This design comes from an exercise in tuning for small area, a short achievable clock period and few clock cycles per item on the open sky130 flow, not from production work. RTL that was checked went through simulation tests only; none was proved equivalent to the original. Power and IR drop assume default switching activity.

Design motion_phase_classifier, start of the top module:
module motion_phase_classifier #(
   parameter int                          QUEUE_DEPTH = mpc_pkg::QUEUE_DEPTH_DEFAULT,
   parameter logic [mpc_pkg::HOLD_W-1:0] STATIONARY_HOLD_US =
      mpc_pkg::STATIONARY_HOLD_DEFAULT
) (
   input  logic                                clock,
   input  logic                                reset,
   input  logic                                req_push,
   output logic                                req_full,
   input  logic signed [mpc_pkg::SPEED_W-1:0]  req_linear_speed,
   input  logic signed [mpc_pkg::SPEED_W-1:0]  req_angular_rate,
   input  logic [mpc_pkg::TIME_W-1:0]          req_sample_time,
   input  logic                                req_discard,
   output logic                                rsp_empty,
   input  logic                                rsp_pop,
   output logic [1:0]                          rsp_motion_phase,
   output logic                                rsp_switch_pending,
   input  logic                                csr_valid,
   output logic                                csr_ready,
   input  logic [mpc_pkg::CSR_IDX_W-1:0]       csr_index,
   input  logic [mpc_pkg::CSR_DATA_W-1:0]      csr_data
);
For scale: about 1500 cells after synthesis, ~200 flip-flops, ~120 I/O pins.
Settings: LEC_CHECK=0, ABC_AREA=1, CAP_MARGIN=20, CORE_MARGIN=2, CORE_UTILIZATION=40, SETUP_SLACK_MARGIN=2.0, SLEW_MARGIN=20; clock period 5.5 ns.
standard.sh (not shown) runs the stock make flow with config.mk's settings and CLKGATE_MAP_FILE= SYNTH_SCRIPT=/design/flow/synth_recipe.tcl, a recipe that flattens the netlist after the stock synthesis.
==> flow/flow/run.sh <==
#!/bin/bash
# The standard layout, with every port buffered by a plain buffer cell
# (repair may still resize it) instead of the default delay-buffer choice.
set -e
export BUFFER_PORTS_ARGS="-buffer_cell sky130_fd_sc_hd__buf_1"
bash standard.sh > standard.log 2>&1
Testbench counts at the start, summed over its fixed seeds: cycles 16,008, items 16,000.
Next try:
CTS_BUF_LIST = sky130_fd_sc_hd__clkbuf_8   (was default)
CTS_CLUSTER_SIZE = 16   (was default)
Effect: Synthesized area is unchanged. Clock skew goes up by 0.0062 ns. Wire length hardly moves. Via count goes down slightly. Total power goes down by a little under a tenth. Sequential share of layout area goes up by 0.61 points. First-iteration DRC count stays flat. Die area is unchanged. Flip-flop and latch count is unchanged. Global-route usage barely changes. Utilization goes down by 0.65 points.
Next try:
CTS_BUF_LIST = default   (was sky130_fd_sc_hd__clkbuf_8)
CTS_CLUSTER_SIZE = default   (was 16)
SETUP_SLACK_MARGIN = 2.5   (was 2.0)
After rerunning: Setup slack gains 0.081 ns. Cell area rises by 5.2%. Hold slack loses 0.0083 ns. Final cell count rises by about 0.8%. Clock skew is about the same. Total power rises by about 14%. Maximum frequency rises by 2.6%. Area after synthesis does not change.
Next try:
ABC_AREA = default   (was 1)
SETUP_SLACK_MARGIN = 1.5   (was 2.5)
After rerunning: The changed run finished with timing, DRC and antenna clean. Routed wire length grows by 4.4%. Design area shrinks by 2.8%. Flip-flop and latch count stays the same.

motion_phase_classifier again, from the RTL that the note above started with.
==> flow/design.v (excerpt) <==
module motion_phase_classifier #(
   parameter int                          QUEUE_DEPTH = mpc_pkg::QUEUE_DEPTH_DEFAULT,
   parameter logic [mpc_pkg::HOLD_W-1:0] STATIONARY_HOLD_US =
      mpc_pkg::STATIONARY_HOLD_DEFAULT
) (
   input  logic                                clock,
   input  logic                                reset,
   input  logic                                req_push,
   output logic                                req_full,
   input  logic signed [mpc_pkg::SPEED_W-1:0]  req_linear_speed,
   input  logic signed [mpc_pkg::SPEED_W-1:0]  req_angular_rate,
   input  logic [mpc_pkg::TIME_W-1:0]          req_sample_time,
   input  logic                                req_discard,
   output logic                                rsp_empty,
   input  logic                                rsp_pop,
   output logic [1:0]                          rsp_motion_phase,
   output logic                                rsp_switch_pending,
   input  logic                                csr_valid,
   output logic                                csr_ready,
   input  logic [mpc_pkg::CSR_IDX_W-1:0]       csr_index,
   input  logic [mpc_pkg::CSR_DATA_W-1:0]      csr_data
);
clock: 5.5 ns
lec_check: 0
cap_margin: 20
core_margin: 2
core_utilization: 40
cts_buf_list: sky130_fd_sc_hd__clkbuf_8
cts_cluster_size: 25
setup_slack_margin: 2.5
slew_margin: 20
Scripts as last shown in full above: flow/flow/run.sh
The first run ran to the end with no violations.
Testbench counts at the start, summed over its fixed seeds: cycles 16,008, items 16,000.
Edit:
Settings changed: CTS_BUF_LIST sky130_fd_sc_hd__clkbuf_8 to default, CTS_CLUSTER_SIZE 25 to default, SETUP_SLACK_MARGIN 2.5 to 2.0.
Die area does not change.
Worst setup slack gets better by 52 ps.
Core utilization is lower by 0.61 points.
Combinational power is lower by 6.4%.
Clock skew is lower by 7.0 ps.
Register-to-register slack gets better by 50 ps.
Global-route usage is lower by 0.63 points.
Edit:
Settings changed: CTS_BUF_LIST from default to sky130_fd_sc_hd__clkbuf_8, CTS_CLUSTER_SIZE from default to 25.
The new run produced a clean layout.
Register-to-register slack degrades by 30 ps.
Wire length drops by 0.53%.
Utilization drops by 0.66 points.
Clock power drops by 25%.

Another version of the RTL of motion_phase_classifier (not shown whole).
For scale: ~290 flip-flops, about 16,000 µm² of cells after synthesis.
export LEC_CHECK = 0
export ABC_AREA = 1
export CAP_MARGIN = 20
export CORE_MARGIN = 2
export CORE_UTILIZATION = 40
export SLEW_MARGIN = 20
create_clock -name core_clock -period 5.5 [get_ports {clock}]
run.sh (not shown) runs the stock make flow with config.mk's settings and CLKGATE_MAP_FILE= SYNTH_SCRIPT=/design/flow/synth_recipe.tcl, a recipe that flattens the netlist after the stock synthesis.
Stock flow here: none of the scripts above is used.
The starting point completed with no timing, DRC or antenna violations.
Rerun with:
- ABC_AREA: 1 -> default
Outcome:
- final area came out higher by 1.9%
- global-route usage came out higher by 1.2 points
- clock power came out lower by about 4%
- die area came out lower by about 1.1%
- clock skew came out lower by 0.014 ns
- routed wire length came out higher by 7.7%
- total power came out lower by 1.2%
- worst setup slack is worse by 0.17 ns
- synthesized area came out lower by 1.2%
- fmax came out lower by 3.2%
Function was not checked in any run of this note: the RTL went through the layout flow alone.

motion_phase_classifier, a different RTL version from the one above (not shown whole).
Size in the first run: roughly 1200 cells after synthesis, ~120 I/O pins, roughly 0.013 mm^2 of cells after synthesis.
export LEC_CHECK = 0
export CAP_MARGIN = 20
export CORE_MARGIN = 2
export CORE_UTILIZATION = 40
export SETUP_SLACK_MARGIN = 2.0
export SLEW_MARGIN = 20
create_clock -name core_clock -period 5.5 [get_ports {clock}]
standard.sh (not shown) runs the stock make flow with config.mk's settings and CLKGATE_MAP_FILE= SYNTH_SCRIPT=/design/flow/synth_recipe.tcl, a recipe that flattens the netlist after the stock synthesis.
==> flow/flow/run.sh <==
#!/bin/bash
# The standard layout, with every port buffered by a plain buffer cell
# (repair may still resize it) instead of the default delay-buffer choice.
set -e
cp standard.sh synth_recipe.tcl config.mk constraint.sdc out/ 2>/dev/null || true
export BUFFER_PORTS_ARGS="-buffer_cell sky130_fd_sc_hd__buf_1"
bash standard.sh > standard.log 2>&1
The starting point finished clean.
Change:
==> flow/run.sh (new file) <==
#!/bin/bash
# synth_recipe.tcl (not shown) runs the flow's synth.tcl, then flattens the netlist and writes it again
# the make line also repeats each setting of config.mk as NAME=value (left out here)
make -C /OpenROAD-flow-scripts/flow DESIGN_CONFIG=/design/flow/config.mk WORK_HOME=/design/flow/orfs CLKGATE_MAP_FILE= SYNTH_SCRIPT=/design/flow/synth_recipe.tcl finish
Settings changed: SETUP_SLACK_MARGIN 2.0 to 2.5.
removed: flow/flow/run.sh
removed: flow/standard.sh
What happened: Register-to-register slack gets better by 0.10 ns. Area after synthesis stays the same. Final area climbs by 7.9%. Core utilization rose by 3.9 points. Clock power barely changes. Count of clock-buffer cells in the layout climbs by 2. Critical path depth rises by 1. Worst setup slack gets better by 0.10 ns.
Change:
Settings changed: CORE_UTILIZATION 40 to 65.
After rerunning:
- worst setup slack gets worse by 0.20 ns
- clock skew fell by 0.0081 ns
- fmax fell by 5.5%
- final area fell by 3.5%
- non-clock buffer count fell by 18
No run of this note included a check of the RTL's function; only the layout flow was run.

motion_phase_classifier again, from the RTL that the note above started with.
==> flow/config.mk <==
export PLATFORM = sky130hd
export DESIGN_NAME = motion_phase_classifier
export DESIGN_NICKNAME = motion_phase_classifier
export VERILOG_FILES = /design/flow/design.v
export SDC_FILE = /design/flow/constraint.sdc
export NUM_CORES = 4
export LEC_CHECK = 0
export CAP_MARGIN = 20
export CORE_MARGIN = 2
export CORE_UTILIZATION = 40
export SLEW_MARGIN = 20
==> flow/constraint.sdc <==
create_clock -name core_clock -period 5.5 [get_ports {clock}]
set_input_delay 1.1000 -clock core_clock [delete_from_list [all_inputs] [get_ports {clock}]]
set_output_delay 1.1000 -clock core_clock [all_outputs]
set_load 0.01 [all_outputs]
run.sh (not shown) runs the stock make flow with config.mk's settings and CLKGATE_MAP_FILE= SYNTH_SCRIPT=/design/flow/synth_recipe.tcl, a recipe that flattens the netlist after the stock synthesis.
Stock flow here: none of the scripts above is used.
The starting point completed without violations.
Next try:
--- a/flow/config.mk
+++ b/flow/config.mk
@@ -10,0 +11 @@
+export SETUP_SLACK_MARGIN = 1.5
Outcome: Utilization is higher by 0.60 points. Area after synthesis does not change. Setup slack improved by 530 ps. Critical path depth climbs by 1. Count of clock-buffer cells in the layout stays the same. Flip-flop and latch count does not change.
Function was not checked in any run of this note: the RTL went through the layout flow alone.

## run 1
motion_phase_classifier, a different RTL version from the one above (not shown whole).
Size: roughly 1300 cells after synthesis, about 200 flip-flops, about 11000 um2 of cells after synthesis.
clock: 5.5 ns
lec_check: 0
abc_area: 1
cap_margin: 20
core_margin: 2
core_utilization: 40
setup_slack_margin: 2.0
slew_margin: 20
standard.sh (not shown) runs the stock make flow with config.mk's settings and CLKGATE_MAP_FILE= SYNTH_SCRIPT=/design/flow/synth_recipe.tcl, a recipe that flattens the netlist after the stock synthesis.
==> flow/flow/run.sh <==
#!/bin/bash
# The standard layout, with every port buffered by a plain buffer cell
# (repair may still resize it) instead of the default delay-buffer choice.
set -e
export BUFFER_PORTS_ARGS="-buffer_cell sky130_fd_sc_hd__buf_1"
bash standard.sh > standard.log 2>&1
Run 1 finished every stage and its layout cleared the timing, DRC and antenna checks.
Testbench counts of run 1, summed over its fixed seeds: cycles 16,008, items 16,000.
What run 2 does differently from run 1 at the input level:
Settings: CTS_BUF_LIST: unset -> sky130_fd_sc_hd__clkbuf_8; CTS_CLUSTER_SIZE: unset -> 16.
Findings:
Number of clock buffers in the layout was higher in the run labelled run 1.
Fraction of standard cell area that is sequential came out higher on run 2 than on run 1.
For run 1, the capturing element of the worst setup path was cand_start_ff[5]$_DFFE_PP_, unlike run 2, where it was phase_ff[1]$_SDFFE_PP0P_.
Delta (run 2 minus run 1): clock skew increased by 0.0033 ns relative to the old numbers; share of the clock period used by the worst path decreased by 0.91 points relative to the old numbers.
The per-cell routed wire length of run 2 is higher than that of run 1.
Between run 2 and run 1, the total vias in the final route does not differ in any meaningful way.
Against run 1, sum of routed wire length over all layers in run 2 rose slightly.
The inputs of run 3 differ from those of run 2 as listed below.
Settings: CTS_CLUSTER_SIZE no longer set, was 16; CTS_BUF_LIST no longer set, was sky130_fd_sc_hd__clkbuf_8.
==> flow/flow/run.sh <==
#!/bin/bash
# The standard layout with two changes: every port is buffered by a plain
# buffer cell (repair may still resize it) instead of the default
# delay-buffer choice, and synthesis leaves adders to ABC instead of
# extracting full/half adder cells (same script, registers and names).
set -e
export BUFFER_PORTS_ARGS="-buffer_cell sky130_fd_sc_hd__buf_1"
export ADDER_MAP_FILE=
bash standard.sh > standard.log 2>&1
Findings:
Run 3 ended up with a21oi_1 as its critical-path cell with the highest stage delay; run 2 ended up with fa_1.
Of run 3 and run 2, the higher total power belongs to run 3.
Changes observed in run 3 relative to run 2: sequential share of layout area dropped 2.2 points, highest clock frequency the design can meet dropped 2.8%.
Comparing non-clock buffer count for run 3 and run 2, the smaller number came from run 3.
In run 3, the ratio of final minimum period to clock period came out 1.7 points above the value in run 2.
Measured against run 2, the power density of the placed cells of run 3 comes out at 1.08 times the reference value.
Relative to run 3, the following input files were edited for run 4:
Settings: SETUP_SLACK_MARGIN now 2.5, was 2.0.
==> flow/flow/run.sh <==
#!/bin/bash
# The standard layout, with every port buffered by a plain buffer cell
# (repair may still resize it) instead of the default delay-buffer choice.
set -e
export BUFFER_PORTS_ARGS="-buffer_cell sky130_fd_sc_hd__buf_1"
bash standard.sh > standard.log 2>&1
## What came out
- Re share of cell area taken by flip-flops and latches: run 3 and run 4 aren't equal, and the lower value belongs to run 4.
- Changes observed in run 4 relative to run 3: total non-filler cell area in the finished layout has increased, relative contribution of combinational cells to total power went up, via count lost 676, number of buffers outside the clock class in the layout climbed 28%.
- Delta (run 4 minus run 3): worst IR drop on VDD decreased about 15%, biggest fanout along the worst timing path increased 1.

what the ideal ports hide:
The flow's constraints put no driver on any port. The routed layouts listed below were extracted and timed again, unchanged, in two steps. Step 1: set_driving_cell puts a clkbuf_16 on clock and a buf_2 on each other input, an assumption about the parent block. Step 2, shift: input delay + t, output delay - t, t = (earliest + latest rising clock arrival at the registers) / 2. This alone moves slack from input paths to output paths. Slacks: ideal ports / drivers / drivers and shift; pairs: ideal ports / drivers.
run | t, ns | slack for setup (ns) | hold WS [ns] | worst setup path at the end | pins driven straight from the clock port
the first run of note 1 | 0.478 | 2.274 / 2.274 / 1.880 | 0.549 / 0.549 / 0.549 | input to register | 1
the second run of note 1 | 0.509 | 2.262 / 2.262 / 1.915 | 0.550 / 0.550 / 0.550 | input to register | 1
the third run of note 1 | 0.478 | 2.344 / 2.344 / 2.022 | 0.542 / 0.542 / 0.542 | input to register | 1
the fourth run of note 1 | 0.490 | 1.728 / 1.728 / 1.265 | 0.686 / 0.686 / 0.686 | input to register | 1
the first run of note 2 | 0.524 | 1.926 / 1.926 / 1.473 | 0.672 / 0.672 / 0.672 | input to register | 1
the second run of note 2 | 0.500 | 1.978 / 1.978 / 1.558 | 0.664 / 0.664 / 0.664 | input to register | 1
the third run of note 2 | 0.535 | 1.947 / 1.947 / 1.460 | 0.677 / 0.677 / 0.677 | input to register | 1
the first run of note 3 | 0.587 | 0.415 / 0.415 / 0.415 | 0.444 / 0.444 / 0.444 | register to register | 1
the second run of note 3 | 0.597 | 0.245 / 0.245 / 0.245 | 0.436 / 0.436 / 0.436 | register to register | 1
the first run of note 4 | 0.488 | 1.907 / 1.903 / 1.415 | 0.693 / 0.693 / 0.693 | input to register | 1
the second run of note 4 | 0.496 | 2.010 / 1.893 / 1.397 | 0.604 / 0.604 / 0.604 | input to register | 1
the third run of note 4 | 0.489 | 1.807 / 1.807 / 1.389 | 0.618 / 0.618 / 0.618 | input to register | 1
the first run of note 5 | 0.485 | 1.093 / 1.126 / 0.641 | 0.682 / 0.682 / 0.682 | input to register | 1
the second run of note 5 | 0.485 | 1.619 / 1.648 / 1.163 | 0.757 / 0.757 / 0.757 | input to register | 1
run 1 | 0.484 | 2.304 / 2.334 / 1.850 | 0.555 / 0.555 / 0.555 | input to register | 1
run 2 | 0.522 | 2.354 / 2.354 / 1.863 | 0.559 / 0.559 / 0.559 | input to register | 1
run 3 | 0.501 | 2.263 / 2.290 / 1.789 | 0.597 / 0.597 / 0.597 | input to register | 1
run 4 | 0.485 | 2.456 / 2.455 / 1.970 | 0.553 / 0.553 / 0.553 | input to register | 1
After both steps setup and hold are still met in every run listed. For the second run of note 4, which loses most, drivers alone change the setup slack by -0.117 ns; drivers and shift together by -0.613 ns.
